Background: an optimization exercise with open tools, aiming at small area and a short achievable clock period. Do not read the settings as production practice.
Only simulation tests tie the RTL to the original design; equivalence was not proved.
Power and IR drop assume default switching activity. The flow treats the clock pin as an ideal source, which a real chip does not have.

yarrow:
## mem_stage
module mem_stage #(
   parameter int DEPTH = 64,
   parameter int BASE_ADDR = DEF_BASE_ADDR
) (
   input  logic                  clk,
   input  logic                  rst,
   input  logic                  wb_en_in,
   input  logic                  mem_read_en_in,
   input  logic                  mem_write_en_in,
   input  logic [WORD_W-1:0]     alu_res_in,
   input  logic [WORD_W-1:0]     val_Rm_in,
   input  logic [REG_ADDR_W-1:0] dest_in,
   output logic                  ready,
   output logic                  wb_en,
   output logic                  mem_read_en,
   output logic [WORD_W-1:0]     alu_res,
   output logic [WORD_W-1:0]     mem_data,
   output logic [REG_ADDR_W-1:0] dest,
   output logic                  addr_err
);
export LEC_CHECK = 0
export ABC_CLOCK_PERIOD_IN_PS = 2000
export CAP_MARGIN = 20
export CORE_MARGIN = 2
export CORE_UTILIZATION = 65
export CTS_CLUSTER_DIAMETER = 100
export CTS_CLUSTER_SIZE = 30
export PLACE_DENSITY = 0.75
export SETUP_SLACK_MARGIN = 2.0
export SLEW_MARGIN = 20
create_clock -name core_clock -period 4.0 [get_ports {clk}]
run.sh (not shown) runs the stock make flow with config.mk's settings and CLKGATE_MAP_FILE= SYNTH_SCRIPT=/design/flow/synth_recipe.tcl, a recipe that flattens the netlist after the stock synthesis.
yarrow was carried through to the last stage, and its layout satisfied the timing, design-rule and antenna checks.
Edits applied to the flow inputs when going from yarrow to cedar:
- clearing CTS_CLUSTER_SIZE, which used to be 30
- clearing CTS_CLUSTER_DIAMETER, which used to be 100
- clearing ABC_CLOCK_PERIOD_IN_PS, which used to be 2000
- Utilization yarrow -> cedar: up
- cedar: flow completed, timing, DRC and antenna clean
- In cedar, the fmax came out 3.9% below the value in yarrow.
- Re post-route clock period utilization: yarrow was lower than cedar.
- Higher first-pass GRT wire length among cedar and yarrow: cedar
- Delta (cedar minus yarrow): clock share of power grew by 14 points, post-route clock skew level, pin slew with the least headroom to its limit lower.


run A:
mem_stage, a different RTL version from the one above (not shown whole).
Size: roughly 3,500 cells after synthesis, about 2,200 flip-flops, about 150 I/O pins, ~0.054 mm2 of cells after synthesis.
==> flow/config.mk <==
export PLATFORM = sky130hd
export DESIGN_NAME = mem_stage
export DESIGN_NICKNAME = mem_stage
export VERILOG_FILES = /design/flow/design.v
export SDC_FILE = /design/flow/constraint.sdc
export NUM_CORES = 4
export LEC_CHECK = 0
export ABC_CLOCK_PERIOD_IN_PS = 2000
export CAP_MARGIN = 10
export CORE_MARGIN = 2
export CORE_UTILIZATION = 75
export PLACE_DENSITY = 0.8
export SETUP_SLACK_MARGIN = 1.9
export SLEW_MARGIN = 10
==> flow/constraint.sdc <==
create_clock -name core_clock -period 4.0 [get_ports {clk}]
set_input_delay 0.8000 -clock core_clock [delete_from_list [all_inputs] [get_ports {clk}]]
set_output_delay 0.8000 -clock core_clock [all_outputs]
set_load 0.01 [all_outputs]
standard.sh (not shown) runs the stock make flow with config.mk's settings and CLKGATE_MAP_FILE= SYNTH_SCRIPT=/design/flow/synth_recipe.tcl, a recipe that flattens the netlist after the stock synthesis.
==> flow/flow/run.sh <==
#!/bin/bash
# Layout flow: the standard ORFS flow (standard.sh, unchanged synthesis),
# with the port buffers made plain buffers and clock tree synthesis run
# without dummy loads. Each tool's output goes to standard.log here.
set -euo pipefail
bash standard.sh \
   "BUFFER_PORTS_ARGS=-buffer_cell sky130_fd_sc_hd__buf_2" \
   "CTS_ARGS=-sink_clustering_enable -repair_clock_nets -dont_use_dummy_load -sink_clustering_size 30 -sink_clustering_max_diameter 60" \
   finish > standard.log 2>&1
Input changes introduced in run B (baseline for comparison: run A):
Settings: SETUP_SLACK_MARGIN changed from 1.9 to 2.1; CAP_MARGIN changed from 10 to 20; SLEW_MARGIN changed from 10 to 20.
## What came out
Delta (run B minus run A): total global-route track usage went up by 0.76 points; share of the clock period used by the worst path was more or less identical; critical path depth went down by 2; non-clock buffer count went up by 23%; clock power was more or less identical.
Number of violations reported at the end of detailed-routing iteration 0 went up slightly going from run A to run B.
Re area of the core region: no difference whatsoever between run B and run A.
> inputs changed (run B -> run C)
Settings: SETUP_SLACK_MARGIN changed from 2.1 to 1.7.
Notes after the runs:
Run C vs run B: overall routed net length down by a few percent. From run B to run C the numbers moved as follows: routed length on met2 down 1.8%, worst hold slack up 21 ps, via count down 1.9%, wire length of the first global-routing pass down 2.0 mm. In the tables for run C and run B, cell area after layout reads lower with run C. Compared with run B, run C shows a higher power per cell area.
Here is what was changed in the inputs of run D compared with run C.
Settings: a change of SETUP_SLACK_MARGIN from 1.7 to 1.9; a change of PLACE_DENSITY from 0.8 to 0.85; a change of CORE_UTILIZATION from 75 to 80.
Findings:
Higher width of the chip was reported by run C, not run D.
A destination of the critical timing path of u_mem.ring[913] is what run C shows, while wb_en belongs to run D.
Run D against run C: post-layout instance area went up, cell area power density went up 2.7 mW/mm2.
#### Input delta (run E over run D)
Settings: a change of CORE_UTILIZATION from 80 to 75; a change of PLACE_DENSITY from 0.85 to 0.8.
==> run notes <==
[run E vs run D] combinational share of power: lower in run E
Row count: run E and run D compared, lower one is run D
Lower met3 global-route usage goes to run E over run D.
Summary of run E over run D: routability congestion estimate from global placement lower; core region area higher.
Diff run D -> run E: setup slack +38 ps, via count decreased by 1,647 relative to the old numbers, clock network latency to the later pin of the worst-skew pair now smaller.
Relative to run D, the total length of routed wires measured on run E has decreased by a little under 10%.

## static timing again, ports no longer ideal
The flow's constraints put no driver on any port. The routed layouts listed below were extracted and timed again, unchanged, in two steps.
Step 1: set_driving_cell puts a clkbuf_16 on clk and a buf_2 on each other input, an assumption about the parent block.
Step 2 also shifts input and output timing later by t, the mid clock arrival at the registers, as if the neighbouring blocks saw the same clock.
Slacks: ideal / step 1 / step 2; pairs: ideal / step 1.
| run | shift t [ns] | setup slack, ns | hold slack, ns | clock arrival spread, ns |
|---|---|---|---|---|
| yarrow | 0.736 | 1.610 / 1.546 / 1.418 | 0.234 / 0.196 / 0.305 | 0.041 / 0.041 |
| cedar | 0.851 | 1.513 / 1.442 / 1.380 | 0.131 / 0.085 / 0.300 | 0.051 / 0.050 |
| run A | 0.720 | 1.660 / 1.596 / 1.300 | 0.227 / 0.188 / 0.290 | 0.062 / 0.063 |
| run B | 0.736 | 1.666 / 1.595 / 1.199 | 0.130 / 0.092 / 0.295 | 0.057 / 0.057 |
| run C | 0.730 | 1.641 / 1.624 / 1.176 | 0.152 / 0.123 / 0.288 | 0.077 / 0.077 |
| run D | 0.737 | 1.624 / 1.580 / 1.124 | 0.196 / 0.151 / 0.293 | 0.061 / 0.062 |
| run E | 0.721 | 1.661 / 1.601 / 1.300 | 0.248 / 0.209 / 0.286 | 0.064 / 0.064 |
After both steps every run listed still meets setup and hold. For run D, which loses most, drivers alone change the setup slack by -0.044 ns; drivers and shift together by -0.500 ns.
